This design comes from an exercise in tuning for small area, a short achievable clock period and few clock cycles per item on the open sky130 flow, not from production work.
Where RTL was checked, it was by simulation tests only, not by an equivalence proof against the original.
Only the layout flow was run in runs 2 and 3; the RTL was not checked for function there.
No activity file was given, so power comes from the tool's default toggle rates.

==> design.v <==
module vvdiv #(
    parameter int VECTOR_SIZE = 16,
    parameter int INT_SIZE    = 16
) (
    input  logic                                  clock,
    input  logic                                  resetn,
    input  logic                                  in_valid,
    output logic                                  in_ready,
    input  logic [VECTOR_SIZE-1:0][INT_SIZE-1:0]  a,
    input  logic [VECTOR_SIZE-1:0][INT_SIZE-1:0]  x,
    output logic                                  out_valid,
    input  logic                                  out_ready,
    output logic [VECTOR_SIZE-1:0][INT_SIZE-1:0]  q,
    output logic [VECTOR_SIZE-1:0][INT_SIZE-1:0]  r,
    output logic [VECTOR_SIZE-1:0]                dz
);
    localparam int ITERS      = 1;
    localparam int LOAD_ITERS = 3;
    localparam int STEPS      = (INT_SIZE - LOAD_ITERS) / ITERS;
    localparam int CW         = $clog2(STEPS + 1);
    logic          busy;
    logic [CW-1:0] cnt;
    logic [VECTOR_SIZE-1:0][INT_SIZE-1:0] xr, rm, qa;
    logic [VECTOR_SIZE-1:0] zr;
    logic idle;
    assign in_ready = idle;
    always_ff @(posedge clock or negedge resetn) begin
        if (!resetn) begin
            idle      <= 1'b1;
            busy      <= 1'b0;
            cnt       <= '0;
            out_valid <= 1'b0;
        end else if (busy) begin
            cnt <= cnt - 1'b1;
            if (cnt == CW'(1)) begin
                busy      <= 1'b0;
                out_valid <= 1'b1;
            end
        end else if (out_valid) begin
            if (out_ready) begin
                out_valid <= 1'b0;
                idle      <= 1'b1;
            end
        end else if (in_valid) begin
            idle <= 1'b0;
            busy <= 1'b1;
            cnt  <= CW'(STEPS);
        end
    end
    task automatic step(input logic [INT_SIZE-1:0] rv, input logic b,
                        input logic [INT_SIZE-1:0] xv,
                        output logic ge, output logic [INT_SIZE-1:0] rn);
        logic [INT_SIZE-1:0] t, g, p, c;
        t = {rv[INT_SIZE-2:0], b};
        g = t & ~xv;
        p = t | ~xv;
        g[0] = t[0] | ~xv[0];
        for (int l = 0; (1 << l) < INT_SIZE; l++) begin
            for (int j = 0; j < INT_SIZE; j++) begin
                if ((j >> l) & 1) begin
                    g[j] = g[j] | (p[j] & g[((j >> l) << l) - 1]);
                    p[j] = p[j] & p[((j >> l) << l) - 1];
                end
            end
        end
        c  = {g[INT_SIZE-2:0], 1'b1};
        ge = rv[INT_SIZE-1] | g[INT_SIZE-1];
        rn = ge ? (t ^ ~xv ^ c) : t;
    endtask
    for (genvar i = 0; i < VECTOR_SIZE; i++) begin : g_lane
        logic [INT_SIZE-1:0] rem_ld, qa_ld, rem_it, qa_it;
        always_comb begin
            logic [LOAD_ITERS-1:0] top, xs, qs, rs;
            top = a[i][INT_SIZE-1 -: LOAD_ITERS];
            xs  = x[i][LOAD_ITERS-1:0];
            qs  = xs == '0 ? '1 : top / xs;
            rs  = xs == '0 ? top : top % xs;
            if ((x[i] >> LOAD_ITERS) != '0) begin
                qs = '0;
                rs = top;
            end
            rem_ld = INT_SIZE'(rs);
            qa_ld  = {a[i][INT_SIZE-LOAD_ITERS-1:0], qs};
            rem_it = rm[i];
            qa_it  = qa[i];
            for (int k = 0; k < ITERS; k++) begin
                logic ge;
                step(rem_it, qa_it[INT_SIZE-1], xr[i], ge, rem_it);
                qa_it = {qa_it[INT_SIZE-2:0], ge};
            end
        end
        always_ff @(posedge clock) begin
            if (busy) begin
                rm[i] <= rem_it;
                qa[i] <= qa_it;
            end else if (idle) begin
                xr[i] <= x[i];
                zr[i] <= x[i] == '0;
                rm[i] <= rem_ld;
                qa[i] <= qa_ld;
            end
        end
        assign q[i]  = qa[i];
        assign r[i]  = rm[i];
        assign dz[i] = zr[i];
    end
endmodule
==> flow/run.sh <==
#!/bin/bash
# The standard layout, with plain buffers on the ports instead of the delay
# buffers buffer_ports picks by default. Every port still gets its own buffer.
set -euo pipefail
export ADDER_MAP_FILE=
export BUFFER_PORTS_ARGS="-buffer_cell sky130_fd_sc_hd__buf_1"
bash standard.sh > standard.log 2>&1
==> standard.sh <==
#!/bin/bash
# synth_recipe.tcl (not shown) runs the flow's synth.tcl, then flattens the netlist and writes it again
# the make line also repeats each setting of config.mk as NAME=value (left out here)
make -C /OpenROAD-flow-scripts/flow DESIGN_CONFIG=/design/flow/config.mk WORK_HOME=/design/flow/orfs CLKGATE_MAP_FILE= SYNTH_SCRIPT=/design/flow/synth_recipe.tcl "${@:-finish}"
==> config.mk <==
export PLATFORM = sky130hd
export DESIGN_NAME = vvdiv
export DESIGN_NICKNAME = vvdiv
export VERILOG_FILES = /design/flow/design.v
export SDC_FILE = /design/flow/constraint.sdc
export NUM_CORES = 4
export LEC_CHECK = 0
export ABC_AREA = 1
export CAP_MARGIN = 20
export CORE_MARGIN = 2
export CORE_UTILIZATION = 50
export CTS_CLUSTER_DIAMETER = 80
export CTS_CLUSTER_SIZE = 24
export SETUP_SLACK_MARGIN = 5.0
export SLEW_MARGIN = 20
==> constraint.sdc <==
create_clock -name core_clock -period 8.0 [get_ports {clock}]
set_input_delay 1.6000 -clock core_clock [delete_from_list [all_inputs] [get_ports {clock}]]
set_output_delay 1.6000 -clock core_clock [all_outputs]
set_load 0.01 [all_outputs]
==> impl_results.html, run 1 <==
<table>
<tr><th>Metric</th><th>Value</th></tr>
<tr><th colspan="2">Timing</th></tr>
<tr><td>Final hold violation count</td><td>0</td></tr>
<tr><td>Min Clock Period, post-route</td><td>around 3.0 ns</td></tr>
<tr><td>Setup repair after global routing missed its margin</td><td>yes</td></tr>
<tr><td>PnR worst setup slack</td><td>approximately 5.0 ns</td></tr>
<tr><td>Aggregate negative setup slack</td><td>0 ns</td></tr>
<tr><td>Maximum operating frequency</td><td>332.2 MHz</td></tr>
<tr><td>Final period utilization</td><td>around 38%</td></tr>
<tr><td>Number of setup violations in the final report</td><td>0</td></tr>
<tr><td>Slew at the pin closest to its max-slew limit</td><td>roughly 0.9 ns</td></tr>
<tr><td>Worst clock skew</td><td>0.02750 ns</td></tr>
<tr><td>Worst relative slew slack</td><td>between 30% and 40%</td></tr>
<tr><td>Slew Limit Fails</td><td>0</td></tr>
<tr><th colspan="2">Routing</th></tr>
<tr><td>Via density per instance</td><td>between 5 and 6</td></tr>
<tr><td>Routed wire per std cell</td><td>between 20 and 25 um</td></tr>
<tr><td>DRC violations left</td><td>0</td></tr>
<tr><td>Final WL</td><td>179.9 mm</td></tr>
<tr><td>Number of DRC markers in iteration 0</td><td>4173</td></tr>
<tr><td>Remaining antenna violation count</td><td>0</td></tr>
<tr><td>Detailed-routing iteration count for the pre-antenna-repair pass</td><td>6</td></tr>
<tr><td>Number of vias in the routed layout</td><td>44790</td></tr>
<tr><th colspan="2">Placement</th></tr>
<tr><td>Setup WS pre-CTS</td><td>4.283 ns</td></tr>
<tr><td>Number of port buffers</td><td>approximately 1000</td></tr>
<tr><td>HPWL after detailed placement</td><td>approximately 140 mm</td></tr>
<tr><td>RePlAce Congestion</td><td>~1.1</td></tr>
<tr><th colspan="2">Worst hold path</th></tr>
<tr><td>Worst Hold Class</td><td>flip-flop to flip-flop</td></tr>
<tr><th colspan="2">Run status</th></tr>
<tr><td>Run status</td><td>complete, no violations</td></tr>
<tr><th colspan="2">Yosys</th></tr>
<tr><td>Commonest cells in the netlist</td><td>nand2_1, edfxtp_1, inv_1, nor2_1, nand3_1</td></tr>
<tr><td>Async set-or-reset flop fraction in the synthesized netlist</td><td>0.8850%</td></tr>
<tr><td>Number of register bits inferred by synthesis</td><td>roughly 800</td></tr>
<tr><td>Mean cell area of the mapped netlist</td><td>7.999 um^2</td></tr>
<tr><td>Cell type contributing the most total cell area after synthesis</td><td>edfxtp_1</td></tr>
<tr><td>Number of distinct library cell variants in the gate-level netlist after synthesis</td><td>between 50 and 60</td></tr>
<tr><td>Syn_nets</td><td>around 6400</td></tr>
<tr><td>Cells taking the most area after synthesis</td><td>edfxtp_1, nand2_1, inv_1, nor2_1, nand3_1</td></tr>
<tr><td>Number of flops mapped to enable cells by yosys</td><td>roughly 800</td></tr>
<tr><td>Sequential cell area fraction in the yosys report</td><td>50.15%</td></tr>
<tr><td>Netlist area before placement</td><td>roughly 47000 um^2</td></tr>
<tr><td>Top_reg_cell synth</td><td>edfxtp_1</td></tr>
<tr><td>Count of mapped cells out of synthesis</td><td>between 5000 and 6000</td></tr>
<tr><td>Area share of the largest cell type after synthesis</td><td>49.77%</td></tr>
<tr><td>Synth warn</td><td>1</td></tr>
<tr><td>Cell with the most instances after synthesis</td><td>nand2_1</td></tr>
<tr><th colspan="2">Floorplan</th></tr>
<tr><td>Die span in x</td><td>311.6 um</td></tr>
<tr><td>Total number of placement rows</td><td>~110</td></tr>
<tr><td>Area inside the core boundary</td><td>between 90000 and 100000 um^2</td></tr>
<tr><td>I/O Pins</td><td>about 1000</td></tr>
<tr><td>Initial core utilization</td><td>50.61%</td></tr>
<tr><td>Die footprint</td><td>between 90000 and 100000 um^2</td></tr>
<tr><td>Die outline height</td><td>approximately 310 um</td></tr>
<tr><th colspan="2">GRT</th></tr>
<tr><td>Number of antenna violations at the first check in global routing</td><td>between 60 and 70</td></tr>
<tr><td>First-pass GRT wire length</td><td>258.0 mm</td></tr>
<tr><td>Global route overflow</td><td>0</td></tr>
<tr><td>Gr usage total</td><td>around 36%</td></tr>
<tr><td>Pin count of the biggest net entering global routing</td><td>between 100 and 150</td></tr>
<tr><td>Number of global-route vias before repair</td><td>around 40000</td></tr>
<tr><th colspan="2">CTS</th></tr>
<tr><td>Clock slew seen by the registers of the worst setup and hold paths</td><td>roughly 0.10 ns</td></tr>
<tr><td>Skew-Pair Late Insertion Delay</td><td>~0.68 ns</td></tr>
<tr><td>Number of clock sinks seen by CTS</td><td>791</td></tr>
<tr><td>Root buf cell</td><td>clkbuf_16</td></tr>
<tr><td>TritonCTS clock tree</td><td>yes</td></tr>
<tr><td>Maximum count of clock buffers along a single path</td><td>3</td></tr>
<tr><td>Number of buffers inserted during clock tree synthesis</td><td>47</td></tr>
<tr><td>Deepest level of the CTS H-tree</td><td>2</td></tr>
<tr><td>Post-CTS Hold Fix Bufs</td><td>0</td></tr>
<tr><th colspan="2">Finish</th></tr>
<tr><td>Signed area change from the synthesized netlist to the final layout</td><td>15.75%</td></tr>
<tr><td>NumNets Final</td><td>roughly 7400</td></tr>
<tr><td>Share of final-layout standard cells stronger than drive strength 1</td><td>approximately 7.1%</td></tr>
<tr><th colspan="2">Critical path</th></tr>
<tr><td>Category of the critical setup timing path</td><td>flip-flop to output pin</td></tr>
<tr><td>CP arrival</td><td>1.41 ns</td></tr>
<tr><td>Cell family with most CP delay</td><td>flip-flops</td></tr>
<tr><td>Highest fanout seen on the critical path</td><td>2</td></tr>
<tr><td>Capturing element type of the critical path</td><td>output pin</td></tr>
<tr><td>Cell with the biggest individual delay on the critical path</td><td>edfxtp_1</td></tr>
<tr><td>Delay of the slowest cell on the worst path</td><td>~0.54 ns</td></tr>
<tr><td>Worst EP required</td><td>~6.4 ns</td></tr>
<tr><td>Buffers plus inverters on the worst setup path</td><td>1</td></tr>
<tr><td>Kind of start point of the critical path</td><td>flip-flop</td></tr>
<tr><td>Crit-path cells</td><td>buf_1</td></tr>
<tr><th colspan="2">Pwr</th></tr>
<tr><td>Reported leakage power</td><td>roughly 25 nW</td></tr>
<tr><td>Worst-case vdd ir drop</td><td>256.5 uV</td></tr>
<tr><td>Power density cells</td><td>between 400 and 500 nW/um^2</td></tr>
<tr><th colspan="2">Job</th></tr>
<tr><td>Max_cap viols</td><td>0</td></tr>
</table>
==> per-layer routing <==
| layer | vias up | track usage (%) | routed length (um) |
|---|---|---|---|
| met5 | - | 0 | 188 |
| met3 | 451 | 10.40 | 17550 |
| met2 | 1877 | 55.76 | 79710 |
| met4 | 30 | 19.50 | 12340 |
| met1 | 20970 | 44.67 | 70070 |
| li1 | 21470 | - | - |
==> metrics by stage <==
stage	power (W)	hold WS [ns]	utilization (%)	cell area, um^2	instances
2_1_floorplan	0.01656	0.4402	-	47340	5913
3_3_place_gp	0.02019	0.4607	55.87	52220	8093
3_5_place_dp	0.02037	0.4685	55.87	52220	8093
4_1_cts	0.02365	0.4853	58.29	54490	8209
5_1_grt	0.02544	0.5116	58.49	54670	8233
6_report	0.02376	0.4888	58.58	54750	8266
==> final timing paths <==
path	from	to	slack (ns)	depth (start not counted)
setup / recovery	qa[94]	q[94]	4.99	1
hold / removal	cnt[3]	cnt[3]	0.49	1
setup reg to reg	qa[143]	rm[141]	5.19	15
hold reg to reg	cnt[3]	cnt[3]	0.49	1
max in group asynchronous	resetn	idle	6.85	1
min in group asynchronous	resetn	busy	0.82	1
==> layout make-up <==
cell class / count / area, um^2
multi-input cells: 4186 / 19870
clock inverters: 31 / 409.1
repair buffers: 1096 / 4783
well taps: 1254 / 1569
inverters: 803 / 3027
flip-flops and latches: 791 / 23720
fillers: 8845 / 38720
clock buffers: 52 / 1237
diodes: 53 / 132.6
==> cell families (layout without fill, tap and decap cells) <==
group                     Yosys count  after routing  share of synthesized area (%)
AOI/OAI and AO/OA                 788            788                          9.814
xor gates and xnor gates          153            153                          2.833
buffers and inverters             937           1982                          7.991
DFF                               791            791                          50.15
other                               0             53                              0
and+or+nand+nor                  3244           3245                          29.22
==> layout by cell type, fill, tap and decap left out, types with 23 or more instances in the layout <==
cell type     n
clkbuf_16    49
nor2_1      661
xor2_1      111
xnor2_1      42
diode_2      53
nor4_1       34
nand2_1    1909
a211oi_2     35
buf_2       121
nand2_2      39
o21a_1       28
edfxtp_1    784
buf_6        28
o211ai_1     42
nand4_1      70
nand3b_1     23
o21ai_1      78
or2_2        33
buf_1       902
buf_4        27
a21oi_1     193
nand3_2      38
inv_1       784
o21ai_0     323
nand3_1     330
==> sequential cells by signal, indices dropped and copies added, names as in the netlist <==
signal	count
busy	1
cnt	4
zr	16
rm	256
xr	256
idle	1
out_valid	1
qa	256
==> where the power goes <==
group / internal [W] / switching (W)
combinational: 0.00396 / 0.00848
clock: 0.00138 / 0.00156
sequential: 0.00714 / 0.00125
total: 0.0125 / 0.0113
==> timing repair <==
action | 4_1_cts | 5_1_grt
gates cloned | 2 | 0
setup endpoints to repair | 762 | 245
resized for setup | 168 | 26
hold endpoints to repair | 0 | 0
pin swaps | 1 | 0
setup buffers | 31 | 4
Testbench counts, summed over its fixed seeds: cycles 3,840, items 256.
==> run 2: changes to the inputs <==
--- a/design.v
+++ b/design.v
@@ -15,7 +15,7 @@
     output logic [VECTOR_SIZE-1:0]                dz
 );
     localparam int ITERS      = 1;
-    localparam int LOAD_ITERS = 3;
+    localparam int LOAD_ITERS = 2;
     localparam int STEPS      = (INT_SIZE - LOAD_ITERS) / ITERS;
     localparam int CW         = $clog2(STEPS + 1);
     logic          busy;
@@ -90,14 +90,13 @@
             end
         end
         always_ff @(posedge clock) begin
-            if (busy) begin
-                rm[i] <= rem_it;
-                qa[i] <= qa_it;
-            end else if (idle) begin
+            if (!out_valid) begin
+                rm[i] <= busy ? rem_it : rem_ld;
+                qa[i] <= busy ? qa_it : qa_ld;
+            end
+            if (idle) begin
                 xr[i] <= x[i];
                 zr[i] <= x[i] == '0;
-                rm[i] <= rem_ld;
-                qa[i] <= qa_ld;
             end
         end
         assign q[i]  = qa[i];
--- a/config.mk
+++ b/config.mk
@@ -8,8 +8,8 @@
 export ABC_AREA = 1
 export CAP_MARGIN = 20
 export CORE_MARGIN = 2
-export CORE_UTILIZATION = 50
-export CTS_CLUSTER_DIAMETER = 80
-export CTS_CLUSTER_SIZE = 24
+export CORE_UTILIZATION = 40
+export CTS_CLUSTER_DIAMETER = 100
+export CTS_CLUSTER_SIZE = 30
 export SETUP_SLACK_MARGIN = 5.0
 export SLEW_MARGIN = 20
==> run 2 against run 1 <==
Critical path depth did not move. Still clean. Highest routed layer unchanged. Sequential cell count is the same. Design area grew 0.38%.
==> impl_results.html, run 2 <==
<table>
<tr><th>Metric</th><th>Value</th></tr>
<tr><th colspan="2">Run status</th></tr>
<tr><td>Run status</td><td>complete, no violations</td></tr>
<tr><th colspan="2">Yosys</th></tr>
<tr><td>Area share of the largest cell type after synthesis</td><td>between 50% and 60%</td></tr>
<tr><td>Top_reg_cell synth</td><td>edfxtp_1</td></tr>
<tr><td>Syn_nets</td><td>approximately 6500</td></tr>
<tr><td>Cells taking the most area after synthesis</td><td>edfxtp_1, nand2_1, inv_1, nor2_1, nand3_1</td></tr>
<tr><td>Cell type contributing the most total cell area after synthesis</td><td>edfxtp_1</td></tr>
<tr><td>Number of distinct library cell variants in the gate-level netlist after synthesis</td><td>41</td></tr>
<tr><td>Async set-or-reset flop fraction in the synthesized netlist</td><td>less than 1%</td></tr>
<tr><td>Sequential cell area fraction in the yosys report</td><td>about half</td></tr>
<tr><td>Synth warn</td><td>1</td></tr>
<tr><td>Commonest cells in the netlist</td><td>nand2_1, edfxtp_1, inv_1, nor2_1, nand3_1</td></tr>
<tr><td>Count of mapped cells out of synthesis</td><td>roughly 5900</td></tr>
<tr><td>Netlist area before placement</td><td>46850 um^2</td></tr>
<tr><td>Cell with the most instances after synthesis</td><td>nand2_1</td></tr>
<tr><td>Number of register bits inferred by synthesis</td><td>just under 800</td></tr>
<tr><td>Mean cell area of the mapped netlist</td><td>slightly below 8 um^2</td></tr>
<tr><td>Number of flops mapped to enable cells by yosys</td><td>784</td></tr>
<tr><th colspan="2">Pwr</th></tr>
<tr><td>Power Total</td><td>around 0.027 W</td></tr>
<tr><td>Clock group share of total power</td><td>about a tenth</td></tr>
<tr><td>Power density cells</td><td>between 400 and 500 nW/um^2</td></tr>
<tr><td>Internal power component</td><td>between 0.01 and 0.015 W</td></tr>
<tr><td>Switching power</td><td>between 0.01 and 0.015 W</td></tr>
<tr><td>Worst-case vdd ir drop</td><td>265.3 uV</td></tr>
<tr><td>Sw Ratio</td><td>slightly above 50%</td></tr>
<tr><td>Flop pwr share</td><td>33.2%</td></tr>
<tr><td>Logic gate share of total power</td><td>between 50% and 60%</td></tr>
<tr><td>Reported leakage power</td><td>between 20 and 30 nW</td></tr>
<tr><th colspan="2">CTS</th></tr>
<tr><td>Skew-Pair Late Insertion Delay</td><td>slightly below 0.7 ns</td></tr>
<tr><td>Deepest level of the CTS H-tree</td><td>2</td></tr>
<tr><td>Post-CTS Hold Fix Bufs</td><td>0</td></tr>
<tr><td>Root buf cell</td><td>clkbuf_16</td></tr>
<tr><td>TritonCTS clock tree</td><td>yes</td></tr>
<tr><td>Number of buffers inserted during clock tree synthesis</td><td>between 40 and 50</td></tr>
<tr><td>Number of clock sinks seen by CTS</td><td>just under 800</td></tr>
<tr><td>Maximum count of clock buffers along a single path</td><td>3</td></tr>
<tr><td>Clock slew seen by the registers of the worst setup and hold paths</td><td>around 0.090 ns</td></tr>
<tr><th colspan="2">Critical path</th></tr>
<tr><td>Category of the critical setup timing path</td><td>flip-flop to output pin</td></tr>
<tr><td>Crit path from</td><td>idle</td></tr>
<tr><td>Buffers plus inverters on the worst setup path</td><td>1</td></tr>
<tr><td>Highest fanout seen on the critical path</td><td>2</td></tr>
<tr><td>Delay of the slowest cell on the worst path</td><td>between 0.6 and 0.7 ns</td></tr>
<tr><td>Worst EP required</td><td>roughly 6.4 ns</td></tr>
<tr><td>Launching point of the worst reg2reg path</td><td>idle</td></tr>
<tr><td>Kind of start point of the critical path</td><td>flip-flop</td></tr>
<tr><td>Crit-path cells</td><td>buf_8</td></tr>
<tr><td>CP arrival</td><td>roughly 1.5 ns</td></tr>
<tr><td>Capturing element type of the critical path</td><td>output pin</td></tr>
<tr><td>Cell with the biggest individual delay on the critical path</td><td>dfstp_4</td></tr>
<tr><td>Cell family with most CP delay</td><td>flip-flops</td></tr>
<tr><th colspan="2">Worst hold path</th></tr>
<tr><td>Worst Hold Class</td><td>flip-flop to flip-flop</td></tr>
<tr><td>Hold path startpoint</td><td>cnt[3]</td></tr>
<tr><th colspan="2">Timing</th></tr>
<tr><td>Setup repair after global routing missed its margin</td><td>yes</td></tr>
<tr><td>Number of setup violations in the final report</td><td>0</td></tr>
<tr><td>Worst relative slew slack</td><td>a little under a quarter</td></tr>
<tr><td>Final hold violation count</td><td>0</td></tr>
<tr><td>Worst clock skew</td><td>around 0.043 ns</td></tr>
<tr><td>Final period utilization</td><td>~39%</td></tr>
<tr><td>Slew at the pin closest to its max-slew limit</td><td>roughly 1.1 ns</td></tr>
<tr><td>Min Clock Period, post-route</td><td>just over 3 ns</td></tr>
<tr><td>Hold slack final</td><td>about 0.49 ns</td></tr>
<tr><td>Maximum operating frequency</td><td>around 320 MHz</td></tr>
<tr><td>Slew Limit Fails</td><td>0</td></tr>
<tr><td>PnR worst setup slack</td><td>about 4.9 ns</td></tr>
<tr><th colspan="2">Routing</th></tr>
<tr><td>Final WL</td><td>181.3 mm</td></tr>
<tr><td>Remaining antenna violation count</td><td>0</td></tr>
<tr><td>Routed wire per std cell</td><td>21.08 um</td></tr>
<tr><td>Detailed-routing iteration count for the pre-antenna-repair pass</td><td>6</td></tr>
<tr><td>Via density per instance</td><td>slightly above 5</td></tr>
<tr><td>Number of DRC markers in iteration 0</td><td>3793</td></tr>
<tr><td>DRC violations left</td><td>0</td></tr>
<tr><td>Number of vias in the routed layout</td><td>43330</td></tr>
<tr><th colspan="2">Placement</th></tr>
<tr><td>Number of port buffers</td><td>approximately 1000</td></tr>
<tr><td>Setup WS pre-CTS</td><td>approximately 4.4 ns</td></tr>
<tr><td>HPWL after detailed placement</td><td>around 140 mm</td></tr>
<tr><td>Placed Instance Area</td><td>52140 um^2</td></tr>
<tr><td>RePlAce Congestion</td><td>between 0.9 and 1</td></tr>
<tr><td>Total instance count after detailed placement</td><td>roughly 8400</td></tr>
<tr><th colspan="2">Finish</th></tr>
<tr><td>Final design instance area without fill</td><td>54960 um^2</td></tr>
<tr><td>NumNets Final</td><td>around 7500</td></tr>
<tr><td>FF+latch area</td><td>approximately 24000 um^2</td></tr>
<tr><td>Signed area change from the synthesized netlist to the final layout</td><td>17.31%</td></tr>
<tr><td>Most common library cell in the layout ignoring fill and taps</td><td>nand2_1</td></tr>
<tr><td>Share of final-layout standard cells stronger than drive strength 1</td><td>between 10% and 20%</td></tr>
<tr><td>Most used cells in the layout excluding fill and tap cells</td><td>nand2_1, buf_1, edfxtp_1</td></tr>
<tr><td>Fill count</td><td>between 10000 and 15000</td></tr>
<tr><td>Total area of multi-input combinational cells</td><td>19090 um^2</td></tr>
<tr><td>Non-filler cells, final</td><td>8602</td></tr>
<tr><td>Largest registers</td><td>qa x256, rm x256, xr x256</td></tr>
<tr><th colspan="2">GRT</th></tr>
<tr><td>Number of antenna violations at the first check in global routing</td><td>33</td></tr>
<tr><td>Gr usage total</td><td>29.13%</td></tr>
<tr><td>First-pass GRT wire length</td><td>about 260 mm</td></tr>
<tr><td>Number of global-route vias before repair</td><td>approximately 40000</td></tr>
<tr><td>Global route overflow</td><td>0</td></tr>
<tr><td>Pin count of the biggest net entering global routing</td><td>181</td></tr>
<tr><th colspan="2">Floorplan</th></tr>
<tr><td>Initial core utilization</td><td>between 40 and 50%</td></tr>
<tr><td>Die footprint</td><td>approximately 120000 um^2</td></tr>
<tr><td>I/O Pins</td><td>1046</td></tr>
<tr><td>Total number of placement rows</td><td>around 130</td></tr>
<tr><td>Area inside the core boundary</td><td>116200 um^2</td></tr>
<tr><td>Die span in x</td><td>approximately 350 um</td></tr>
<tr><td>Die outline height</td><td>about 350 um</td></tr>
<tr><th colspan="2">Job</th></tr>
<tr><td>Max_cap viols</td><td>0</td></tr>
</table>
-- run 2: what timing repair did --
action | in CTS | in global routing
cloned | 0 | 0
endpoints found under the setup margin | 283 | 57
resized for setup | 216 | 14
setup buffers | 93 | 15
-- run 2: logic make-up after synthesis --
kind of cell / synth area share [%]
simple gates: 32.23
buf+inv: 8.650
flops: 50.63
compound gates: 6.196
xor+xnor: 2.299
-- run 2: power groups by stage --
stage          Combinational [W]  Sequential (W)  Clock, W
6_report                  0.0154         0.00902   0.00276
3_3_place_gp              0.0141         0.00940         0
5_1_grt                   0.0172         0.00917   0.00293
4_1_cts                   0.0153         0.00902   0.00282
3_5_place_dp              0.0144         0.00939         0
2_1_floorplan            0.00954         0.00961         0
-- run 2: layout make-up --
class	instances	share of cell area, %
Multi-Input combinational cell	4145	34.73
Tap cell	1524	3.469
Clock buffer	44	1.965
Inverter	882	6.044
Clock inverter	30	0.7148
Sequential cell	791	43.17
Antenna cell	16	0.07285
Timing Repair Buffer	1170	9.837
-- run 2: worst paths after layout --
kind	endpoint	slack, ns	cells past startpoint
max	in_ready	4.90	1
min	cnt[3]	0.49	1
max reg2reg	xr[201]	5.30	3
min reg2reg	cnt[3]	0.49	1
max in group asynchronous	idle	6.87	1
min in group asynchronous	cnt[3]	0.83	1
-- run 2: stage by stage --
step | setup TNS [ns] | util, %
2_1_floorplan | -264.24 | -
3_3_place_gp | 0 | 44.87
3_5_place_dp | 0 | 44.87
4_1_cts | 0 | 47.13
5_1_grt | 0 | 47.28
6_report | 0 | 47.30
-- run 2: layer usage --
metal	part of all wire, %	track usage (%)
met5	0.092	0
met4	6.8	17.41
met3	8.1	6.231
met2	46	47.00
met1	39	35.84
==> run 3: changes to the inputs <==
--- a/config.mk
+++ b/config.mk
@@ -9,7 +9,5 @@
 export CAP_MARGIN = 20
 export CORE_MARGIN = 2
 export CORE_UTILIZATION = 40
-export CTS_CLUSTER_DIAMETER = 100
-export CTS_CLUSTER_SIZE = 30
 export SETUP_SLACK_MARGIN = 5.0
 export SLEW_MARGIN = 20
==> run 3 against run 2 <==
Worst hold slack worse by 0.0027 ns. Largest cell class unchanged. Synthesized cell count unchanged. Sequential cell count unchanged. First-iteration DRC count shrank 1.6%. Non-clock buffer count increased by 2. Routed wire length rose by 1.3%. Critical path type unchanged. Maximum frequency decreased by 0.17%.
==> impl_results.html, run 3 <==
<table>
<tr><th>Metric</th><th>Value</th></tr>
<tr><th colspan="2">Critical path</th></tr>
<tr><td>CP arrival</td><td>about 1.5 ns</td></tr>
<tr><td>Kind of start point of the critical path</td><td>flip-flop</td></tr>
<tr><td>Highest fanout seen on the critical path</td><td>2</td></tr>
<tr><td>Path depth of the worst reg2reg path</td><td>3</td></tr>
<tr><td>Category of the critical setup timing path</td><td>flip-flop to output pin</td></tr>
<tr><td>Cell with the biggest individual delay on the critical path</td><td>dfstp_4</td></tr>
<tr><td>Crit-path cells</td><td>buf_8</td></tr>
<tr><td>Worst flop-to-flop path endpoint</td><td>xr[205]</td></tr>
<tr><td>Setup slack of the worst register-to-register path</td><td>roughly 5.1 ns</td></tr>
<tr><td>Buffers plus inverters on the worst setup path</td><td>1</td></tr>
<tr><td>Delay of the slowest cell on the worst path</td><td>approximately 0.66 ns</td></tr>
<tr><td>Crit path from</td><td>idle</td></tr>
<tr><td>Capturing element type of the critical path</td><td>output pin</td></tr>
<tr><td>Cell family with most CP delay</td><td>flip-flops</td></tr>
<tr><td>Worst EP required</td><td>~6.4 ns</td></tr>
<tr><td>Launching point of the worst reg2reg path</td><td>idle</td></tr>
<tr><th colspan="2">Routing</th></tr>
<tr><td>Number of DRC markers in iteration 0</td><td>around 3700</td></tr>
<tr><td>Number of vias in the routed layout</td><td>between 40000 and 50000</td></tr>
<tr><td>Final WL</td><td>between 150 and 200 mm</td></tr>
<tr><td>DRC violations left</td><td>0</td></tr>
<tr><td>Detailed-routing iteration count for the pre-antenna-repair pass</td><td>7</td></tr>
<tr><td>Routed wire per std cell</td><td>21.10 um</td></tr>
<tr><td>Remaining antenna violation count</td><td>0</td></tr>
<tr><td>Via density per instance</td><td>5.041</td></tr>
<tr><th colspan="2">Finish</th></tr>
<tr><td>Final design instance area without fill</td><td>around 57000 um^2</td></tr>
<tr><td>Signed area change from the synthesized netlist to the final layout</td><td>21.16%</td></tr>
<tr><td>Most common library cell in the layout ignoring fill and taps</td><td>nand2_1</td></tr>
<tr><td>Largest registers</td><td>qa x256, rm x256, xr x256</td></tr>
<tr><td>Most used cells in the layout excluding fill and tap cells</td><td>nand2_1, buf_1, edfxtp_1</td></tr>
<tr><td>Non-filler cells, final</td><td>about 8700</td></tr>
<tr><td>Share of final-layout standard cells stronger than drive strength 1</td><td>roughly 12%</td></tr>
<tr><td>NumNets Final</td><td>7602</td></tr>
<tr><th colspan="2">Placement</th></tr>
<tr><td>RePlAce Congestion</td><td>just under 1</td></tr>
<tr><td>Total instance count after detailed placement</td><td>roughly 8400</td></tr>
<tr><td>HPWL after detailed placement</td><td>between 100 and 150 mm</td></tr>
<tr><td>Number of port buffers</td><td>roughly 1000</td></tr>
<tr><td>Placed Instance Area</td><td>52140 um^2</td></tr>
<tr><th colspan="2">Timing</th></tr>
<tr><td>Hold slack final</td><td>between 0.4 and 0.5 ns</td></tr>
<tr><td>Number of setup violations in the final report</td><td>0</td></tr>
<tr><td>Slew Limit Fails</td><td>0</td></tr>
<tr><td>Final hold violation count</td><td>0</td></tr>
<tr><td>Slew at the pin closest to its max-slew limit</td><td>between 1 and 1.5 ns</td></tr>
<tr><td>Min Clock Period, post-route</td><td>3.106 ns</td></tr>
<tr><td>Final period utilization</td><td>approximately 39%</td></tr>
<tr><td>Worst relative slew slack</td><td>26.59%</td></tr>
<tr><td>Worst clock skew</td><td>approximately 0.034 ns</td></tr>
<tr><td>Setup repair after global routing missed its margin</td><td>yes</td></tr>
<tr><td>Maximum operating frequency</td><td>roughly 320 MHz</td></tr>
<tr><th colspan="2">Run status</th></tr>
<tr><td>Run status</td><td>complete, no violations</td></tr>
<tr><th colspan="2">GRT</th></tr>
<tr><td>First-pass GRT wire length</td><td>around 260 mm</td></tr>
<tr><td>GRT met1 Usage</td><td>around 36%</td></tr>
<tr><td>Global route overflow</td><td>0</td></tr>
<tr><td>Met2 track demand over resource in global routing</td><td>47.43%</td></tr>
<tr><td>Met3 capacity usage during global routing</td><td>7.117%</td></tr>
<tr><td>Number of antenna violations at the first check in global routing</td><td>36</td></tr>
<tr><td>Most utilized layer in the global route result</td><td>met2</td></tr>
<tr><td>Gr usage total</td><td>between 20% and 30%</td></tr>
<tr><td>Pin count of the biggest net entering global routing</td><td>~180</td></tr>
<tr><td>Number of global-route vias before repair</td><td>40210</td></tr>
<tr><th colspan="2">Floorplan</th></tr>
<tr><td>Die span in x</td><td>~350 um</td></tr>
<tr><td>Area inside the core boundary</td><td>between 100000 and 150000 um^2</td></tr>
<tr><td>I/O Pins</td><td>around 1000</td></tr>
<tr><td>Die footprint</td><td>around 120000 um^2</td></tr>
<tr><td>Initial core utilization</td><td>between 40% and 50%</td></tr>
<tr><td>Total number of placement rows</td><td>roughly 130</td></tr>
<tr><td>Die outline height</td><td>between 300 and 400 um</td></tr>
<tr><th colspan="2">Yosys</th></tr>
<tr><td>Area share of the largest cell type after synthesis</td><td>approximately 50%</td></tr>
<tr><td>Synth warn</td><td>1</td></tr>
<tr><td>Count of mapped cells out of synthesis</td><td>just under 6000</td></tr>
<tr><td>Mean cell area of the mapped netlist</td><td>a little under 8 um^2</td></tr>
<tr><td>Netlist area before placement</td><td>~47000 um^2</td></tr>
<tr><td>Commonest cells in the netlist</td><td>nand2_1, edfxtp_1, inv_1, nor2_1, nand3_1</td></tr>
<tr><td>Cell with the most instances after synthesis</td><td>nand2_1</td></tr>
<tr><td>Number of distinct library cell variants in the gate-level netlist after synthesis</td><td>a little over 40</td></tr>
<tr><td>Syn_nets</td><td>between 6000 and 7000</td></tr>
<tr><td>Cells taking the most area after synthesis</td><td>edfxtp_1, nand2_1, inv_1, nor2_1, nand3_1</td></tr>
<tr><td>Number of flops mapped to enable cells by yosys</td><td>784</td></tr>
<tr><td>Number of register bits inferred by synthesis</td><td>just under 800</td></tr>
<tr><td>Cell type contributing the most total cell area after synthesis</td><td>edfxtp_1</td></tr>
<tr><td>Top_reg_cell synth</td><td>edfxtp_1</td></tr>
<tr><td>Sequential cell area fraction in the yosys report</td><td>between 50% and 60%</td></tr>
<tr><td>Async set-or-reset flop fraction in the synthesized netlist</td><td>0.8850%</td></tr>
<tr><th colspan="2">CTS</th></tr>
<tr><td>Root buf cell</td><td>clkbuf_16</td></tr>
<tr><td>Skew-Pair Late Insertion Delay</td><td>0.70 ns</td></tr>
<tr><td>Clock slew seen by the registers of the worst setup and hold paths</td><td>around 0.060 ns</td></tr>
<tr><td>Post-CTS Hold Fix Bufs</td><td>0</td></tr>
<tr><td>TritonCTS clock tree</td><td>yes</td></tr>
<tr><td>Maximum count of clock buffers along a single path</td><td>3</td></tr>
<tr><td>Number of buffers inserted during clock tree synthesis</td><td>94</td></tr>
<tr><td>Number of clock sinks seen by CTS</td><td>791</td></tr>
<tr><td>Deepest level of the CTS H-tree</td><td>3</td></tr>
<tr><th colspan="2">Pwr</th></tr>
<tr><td>Flop pwr share</td><td>around 31%</td></tr>
<tr><td>Worst-case vdd ir drop</td><td>239.6 uV</td></tr>
<tr><td>Clock group share of total power</td><td>between 10% and 20%</td></tr>
<tr><td>Internal power component</td><td>0.01514 W</td></tr>
<tr><td>Reported leakage power</td><td>~28 nW</td></tr>
<tr><td>Power density cells</td><td>512.8 nW/um^2</td></tr>
<tr><td>Switching power</td><td>roughly 0.014 W</td></tr>
<tr><td>Sw Ratio</td><td>48.00%</td></tr>
<tr><td>Logic gate share of total power</td><td>a little over half</td></tr>
<tr><th colspan="2">Worst hold path</th></tr>
<tr><td>Hold Path Depth</td><td>1</td></tr>
<tr><td>Worst Hold Class</td><td>flip-flop to flip-flop</td></tr>
<tr><td>Hold path startpoint</td><td>cnt[3]</td></tr>
<tr><td>Hold Path End</td><td>cnt[3]</td></tr>
<tr><th colspan="2">Job</th></tr>
<tr><td>Max_cap viols</td><td>0</td></tr>
</table>
==> run 3: cell types whose count changed in the layout (fill, tap and decap cells not counted), moves of 10 or more <==
cell	change
buf_1	-10
clkinv_1	+12
clkbuf_1	+12
clkinv_2	+17
bufinv_16	+15
clkbuf_16	+53
==> run 3: cells by family after synthesis <==
logic type             share of synthesized area, %
AO/OA/AOI/OAI                                 6.196
AND/OR/NAND/NOR                               32.23
flip-flops                                    50.63
buffers and inverters                         8.650
XOR/XNOR                                      2.299
==> run 3: timing repair <==
item	in CTS	in global routing
setup buffers	91	19
gates resized for setup	230	20
setup endpoints to repair	260	68
==> run 3: worst max-delay path by stage <==
stage | cells after the start | to | slack, ns
floorplan | 1 | qa[0] | -0.52
global placement | 8 | rm[176] | 4.40
detailed placement | 8 | rm[177] | 4.41
CTS | 1 | in_ready | 4.83
global route | 1 | in_ready | 4.85
finish | 1 | in_ready | 4.89
==> run 3: layout make-up <==
class	count	area, um^2
well taps	1524	1907
diodes	16	40.04
clock buffers	109	2451
repair buffers	1172	5470
fillers	11390	59440
clock inverters	62	762.0
multi-input cells	4145	19090
inverters	882	3322
flip-flops and latches	791	23730
==> run 3: power by group through the flow <==
stage | Combinational [W] | Clock, W | Sequential (W)
final | 0.0155 | 0.00459 | 0.00905
after global routing | 0.0173 | 0.00480 | 0.00920
after CTS | 0.0153 | 0.00465 | 0.00905
after detailed placement | 0.0144 | 0 | 0.00939
after global placement | 0.0141 | 0 | 0.00940
after floorplan | 0.00954 | 0 | 0.00961
==> run 3: layer usage <==
layer	vias to the layer above	wire length, um
met5	-	195
met4	30	12620
met3	418	15140
met2	1697	83460
met1	20500	72170
li1	21210	-
==> run 3: per-stage QoR <==
stage	util (%)	total power [W]	worst slack [ns]	TNS (ns)
3_3_place_gp	44.87	0.02352	4.397	0
3_5_place_dp	44.87	0.02375	4.409	0
4_1_cts	48.65	0.02903	4.831	0
2_1_floorplan	-	0.01915	-0.5161	-264.24
5_1_grt	48.84	0.03127	4.849	0
6_report	48.85	0.02911	4.894	0
==> run 4: changes to the inputs <==
--- a/design.v
+++ b/design.v
@@ -15,7 +15,7 @@
     output logic [VECTOR_SIZE-1:0]                dz
 );
     localparam int ITERS      = 1;
-    localparam int LOAD_ITERS = 2;
+    localparam int LOAD_ITERS = 3;
     localparam int STEPS      = (INT_SIZE - LOAD_ITERS) / ITERS;
     localparam int CW         = $clog2(STEPS + 1);
     logic          busy;
@@ -90,13 +90,14 @@
             end
         end
         always_ff @(posedge clock) begin
-            if (!out_valid) begin
-                rm[i] <= busy ? rem_it : rem_ld;
-                qa[i] <= busy ? qa_it : qa_ld;
-            end
-            if (idle) begin
+            if (busy) begin
+                rm[i] <= rem_it;
+                qa[i] <= qa_it;
+            end else if (idle) begin
                 xr[i] <= x[i];
                 zr[i] <= x[i] == '0;
+                rm[i] <= rem_ld;
+                qa[i] <= qa_ld;
             end
         end
         assign q[i]  = qa[i];
==> flow/run.sh (replaced) <==
#!/bin/bash
# The standard layout, with plain buffers on the ports instead of the delay
# buffers buffer_ports picks by default (every port still gets its own buffer),
# no adder cells in synthesis, and timing repair aimed below a 2.6 ns period.
set -euo pipefail
export ADDER_MAP_FILE=
export BUFFER_PORTS_ARGS="-buffer_cell sky130_fd_sc_hd__buf_1"
bash standard.sh SETUP_SLACK_MARGIN=5.4 finish > standard.log 2>&1
--- a/config.mk
+++ b/config.mk
@@ -8,6 +8,5 @@
 export ABC_AREA = 1
 export CAP_MARGIN = 20
 export CORE_MARGIN = 2
-export CORE_UTILIZATION = 40
-export SETUP_SLACK_MARGIN = 5.0
+export CORE_UTILIZATION = 50
 export SLEW_MARGIN = 20
==> run 4 against run 3 <==
First-iteration DRC count is 28% higher. Routed wire length is 5.1% higher. Via count is 9.1% higher. Die area is 19% lower. Largest power group unchanged. Highest routed layer unchanged. Sequential power is 8.1% lower.
==> impl_results.html, run 4 <==
<table>
<tr><th>Metric</th><th>Value</th></tr>
<tr><th colspan="2">Critical path</th></tr>
<tr><td>CP arrival</td><td>between 1 and 1.5 ns</td></tr>
<tr><td>Worst EP required</td><td>roughly 6.4 ns</td></tr>
<tr><td>Capturing element type of the critical path</td><td>output pin</td></tr>
<tr><td>Category of the critical setup timing path</td><td>flip-flop to output pin</td></tr>
<tr><td>Kind of start point of the critical path</td><td>flip-flop</td></tr>
<tr><td>Highest fanout seen on the critical path</td><td>2</td></tr>
<tr><th colspan="2">Yosys</th></tr>
<tr><td>Cell type contributing the most total cell area after synthesis</td><td>edfxtp_1</td></tr>
<tr><td>Synth warn</td><td>1</td></tr>
<tr><td>Number of distinct library cell variants in the gate-level netlist after synthesis</td><td>54</td></tr>
<tr><td>Sequential cell area fraction in the yosys report</td><td>between 50% and 60%</td></tr>
<tr><td>Top_reg_cell synth</td><td>edfxtp_1</td></tr>
<tr><td>Main combinational cell family by area after synthesis</td><td>simple AND/OR/NAND/NOR gates</td></tr>
<tr><td>Complex-gate fraction of the synthesized area</td><td>9.814%</td></tr>
<tr><td>Syn_nets</td><td>approximately 6400</td></tr>
<tr><td>Share of synthesized area spent on multiplexers</td><td>0%</td></tr>
<tr><td>Commonest cells in the netlist</td><td>nand2_1, edfxtp_1, inv_1, nor2_1, nand3_1</td></tr>
<tr><td>Parity-gate share of the synthesized area counting xor and xnor cells</td><td>2.833%</td></tr>
<tr><td>Async set-or-reset flop fraction in the synthesized netlist</td><td>less than 1%</td></tr>
<tr><td>Number of register bits inferred by synthesis</td><td>around 790</td></tr>
<tr><td>Cell with the most instances after synthesis</td><td>nand2_1</td></tr>
<tr><td>Synthesized-area fraction occupied by adder cells</td><td>0%</td></tr>
<tr><td>Synthesized-area fraction occupied by and/or/nand/nor cells</td><td>roughly 29%</td></tr>
<tr><td>Netlist area before placement</td><td>approximately 47000 um^2</td></tr>
<tr><td>Area share of the largest cell type after synthesis</td><td>between 40% and 50%</td></tr>
<tr><td>Mean cell area of the mapped netlist</td><td>between 7 and 8 um^2</td></tr>
<tr><td>Count of mapped cells out of synthesis</td><td>5913</td></tr>
<tr><td>Cells taking the most area after synthesis</td><td>edfxtp_1, nand2_1, inv_1, nor2_1, nand3_1</td></tr>
<tr><td>Number of flops mapped to enable cells by yosys</td><td>just under 800</td></tr>
<tr><th colspan="2">Pwr</th></tr>
<tr><td>Power density cells</td><td>455.6 nW/um^2</td></tr>
<tr><td>Reported leakage power</td><td>about 30 nW</td></tr>
<tr><td>Worst-case vdd ir drop</td><td>roughly 280 uV</td></tr>
<tr><th colspan="2">Floorplan</th></tr>
<tr><td>Die footprint</td><td>97080 um^2</td></tr>
<tr><td>Total number of placement rows</td><td>roughly 110</td></tr>
<tr><td>Die span in x</td><td>311.6 um</td></tr>
<tr><td>Initial core utilization</td><td>between 50% and 60%</td></tr>
<tr><td>Area inside the core boundary</td><td>93470 um^2</td></tr>
<tr><td>Die outline height</td><td>311.6 um</td></tr>
<tr><td>I/O Pins</td><td>1046</td></tr>
<tr><th colspan="2">Timing</th></tr>
<tr><td>Setup repair after global routing missed its margin</td><td>yes</td></tr>
<tr><td>Maximum operating frequency</td><td>approximately 330 MHz</td></tr>
<tr><td>Final period utilization</td><td>a little under two fifths</td></tr>
<tr><td>Aggregate negative setup slack</td><td>0 ns</td></tr>
<tr><td>Min Clock Period, post-route</td><td>roughly 3.0 ns</td></tr>
<tr><td>PnR worst setup slack</td><td>around 5 ns</td></tr>
<tr><td>Slew Limit Fails</td><td>0</td></tr>
<tr><td>Final hold violation count</td><td>0</td></tr>
<tr><td>Worst relative slew slack</td><td>approximately 37%</td></tr>
<tr><td>Number of setup violations in the final report</td><td>0</td></tr>
<tr><td>Slew at the pin closest to its max-slew limit</td><td>between 0.9 and 1 ns</td></tr>
<tr><td>Worst clock skew</td><td>roughly 0.022 ns</td></tr>
<tr><th colspan="2">Placement</th></tr>
<tr><td>HPWL after detailed placement</td><td>roughly 140 mm</td></tr>
<tr><td>Setup WS pre-CTS</td><td>4.283 ns</td></tr>
<tr><td>Placed Instance Area</td><td>52220 um^2</td></tr>
<tr><td>Total instance count after detailed placement</td><td>between 8000 and 9000</td></tr>
<tr><td>RePlAce Congestion</td><td>~1.1</td></tr>
<tr><td>Number of port buffers</td><td>roughly 1000</td></tr>
<tr><th colspan="2">Finish</th></tr>
<tr><td>Final design instance area without fill</td><td>a little over 60000 um^2</td></tr>
<tr><td>Fill count</td><td>between 8000 and 9000</td></tr>
<tr><td>NumNets Final</td><td>around 8000</td></tr>
<tr><td>FF+latch area</td><td>around 24000 um^2</td></tr>
<tr><td>Total area of multi-input combinational cells</td><td>20660 um^2</td></tr>
<tr><td>Non-filler cells, final</td><td>slightly below 9000</td></tr>
<tr><td>Largest registers</td><td>qa x256, rm x256, xr x256</td></tr>
<tr><td>Signed area change from the synthesized netlist to the final layout</td><td>31.75%</td></tr>
<tr><td>Most used cells in the layout excluding fill and tap cells</td><td>nand2_1, edfxtp_1, inv_1</td></tr>
<tr><td>Most common library cell in the layout ignoring fill and taps</td><td>nand2_1</td></tr>
<tr><td>Share of final-layout standard cells stronger than drive strength 1</td><td>20.26%</td></tr>
<tr><th colspan="2">GRT</th></tr>
<tr><td>Global route overflow</td><td>0</td></tr>
<tr><td>Pin count of the biggest net entering global routing</td><td>roughly 130</td></tr>
<tr><td>Number of global-route vias before repair</td><td>~42000</td></tr>
<tr><td>Number of antenna violations at the first check in global routing</td><td>61</td></tr>
<tr><td>First-pass GRT wire length</td><td>268.1 mm</td></tr>
<tr><td>Gr usage total</td><td>between 30% and 40%</td></tr>
<tr><th colspan="2">CTS</th></tr>
<tr><td>Number of clock sinks seen by CTS</td><td>between 700 and 800</td></tr>
<tr><td>Skew-Pair Late Insertion Delay</td><td>about 0.7 ns</td></tr>
<tr><td>Root buf cell</td><td>clkbuf_16</td></tr>
<tr><td>Number of buffers inserted during clock tree synthesis</td><td>91</td></tr>
<tr><td>Deepest level of the CTS H-tree</td><td>3</td></tr>
<tr><td>Clock slew seen by the registers of the worst setup and hold paths</td><td>roughly 0.06 ns</td></tr>
<tr><td>Post-CTS Hold Fix Bufs</td><td>0</td></tr>
<tr><td>TritonCTS clock tree</td><td>yes</td></tr>
<tr><td>Maximum count of clock buffers along a single path</td><td>3</td></tr>
<tr><th colspan="2">Job</th></tr>
<tr><td>Max_cap viols</td><td>0</td></tr>
<tr><th colspan="2">Routing</th></tr>
<tr><td>DRC violations left</td><td>0</td></tr>
<tr><td>Number of vias in the routed layout</td><td>47840</td></tr>
<tr><td>Routed wire per std cell</td><td>21.89 um</td></tr>
<tr><td>Number of DRC markers in iteration 0</td><td>around 4800</td></tr>
<tr><td>Remaining antenna violation count</td><td>0</td></tr>
<tr><td>Detailed-routing iteration count for the pre-antenna-repair pass</td><td>9</td></tr>
<tr><td>Via density per instance</td><td>around 5.4</td></tr>
<tr><td>Final WL</td><td>between 150 and 200 mm</td></tr>
<tr><th colspan="2">Worst hold path</th></tr>
<tr><td>Worst Hold Class</td><td>flip-flop to flip-flop</td></tr>
<tr><th colspan="2">Run status</th></tr>
<tr><td>Run status</td><td>complete, no violations</td></tr>
</table>
-- run 4: changes by cell type in the layout (fill, tap and decap cells not counted), sizes merged, moves of 28 or more --
cell,before,now
a211oi,0,41
buf,1155,1343
clkbuf,126,300
diode,16,47
inv,877,805
nand2,2326,1962
nand3,313,382
nor2,714,667
o21a,0,28
o21ai,221,409
xor2,82,111
-- run 4: worst max-delay path: stages (launching register included) --
cell	delay (ns)
edfxtp_1	0.42
buf_12	0.17
buf_6	0.12
-- run 4: kinds of logic after synthesis --
logic type                count (synthesis)
AOI/OAI and AO/OA                       788
DFF                                     791
and+or+nand+nor                        3244
xor gates and xnor gates                153
buffers and inverters                   937
-- run 4: area by class of cell --
class	instances	area share (%)
Antenna cell	47	0.1887
Timing Repair Buffer	1538	16.62
Clock buffer	107	3.751
Timing Repair inverter	1	0.01405
Clock inverter	62	0.7770
Multi-Input combinational cell	4206	33.15
Inverter	803	4.907
Sequential cell	791	38.07
Tap cell	1254	2.518
-- run 4: where the power goes --
| group | internal [W] | leakage (nW) | total [W] | switching (W) |
|---|---|---|---|---|
| combinational | 0.00644 | 20.3 | 0.0160 | 0.00953 |
| sequential | 0.00715 | 7.96 | 0.00832 | 0.00117 |
| clock | 0.00226 | 1.39 | 0.00410 | 0.00184 |
-- run 4: stage by stage --
stage	power [W]	utilization, %	hold WS [ns]
floorplan	0.01656	-	0.4402
global placement	0.02019	55.87	0.4607
detailed placement	0.02037	55.87	0.4685
CTS	0.02694	63.97	0.4792
global route	0.03006	66.60	0.5048
finish	0.02839	66.67	0.4835
-- run 4: worst paths after layout --
kind	startpoint	endpoint	slack (ns)	cells after the start
max	qa[210]	q[210]	4.98	2
min	cnt[3]	cnt[3]	0.48	1
max reg2reg	busy	rm[52]	5.48	3
min reg2reg	cnt[3]	cnt[3]	0.48	1
max in group asynchronous	resetn	busy	6.85	1
min in group asynchronous	resetn	cnt[1]	0.82	1
-- run 4: what timing repair did --
action | CTS | global route
pin swaps | 1 | 24
resized for setup | 870 | 409
cloned | 4 | 21
setup buffers | 315 | 160
hold endpoints to repair | 0 | 0
endpoints found under the setup margin | 1452 | 778
-- run 4: routing by layer --
layer	routed length [um]	global-route usage [%]	vias up
li1	-	-	22600
met1	73190	45.52	22460
met2	86100	57.66	2168
met3	18880	10.64	581
met4	14430	23.37	38
met5	259	0	-
Testbench counts of run 4, summed over its fixed seeds: cycles 3,840, items 256.

-- static timing again, ports no longer ideal --
The flow's constraints put no driver on any port. The routed layouts listed below were extracted and timed again, unchanged, in two steps. Step 1 assumes that a clkbuf_16 drives the clock port and a buf_2 every other input. Step 2 adds t to the input delays and takes it off the output delays; t is the mean of the earliest and latest rising clock arrival at the registers after step 1. Input paths then give back, and output paths get back, about the clock's delay inside the block. a / b / c = no drivers / after step 1 / after step 2; a / b = the first two.
run	t (ns)	setup WS [ns]	slew at the worst register clock pin (ns)	worst data-port slew with drivers (ns)
run 1	0.744	4.989 / 4.911 / 4.411	0.10 / 0.10	0.28
run 2	0.735	4.899 / 4.821 / 4.340	0.12 / 0.12	0.18
run 3	0.762	4.894 / 4.814 / 4.395	0.07 / 0.07	0.20
run 4	0.770	4.977 / 4.895 / 4.609	0.06 / 0.06	0.27
After both steps setup and hold are still met in every run listed. For run 1, which loses most, drivers alone change the setup slack by -0.078 ns; drivers and shift together by -0.578 ns.
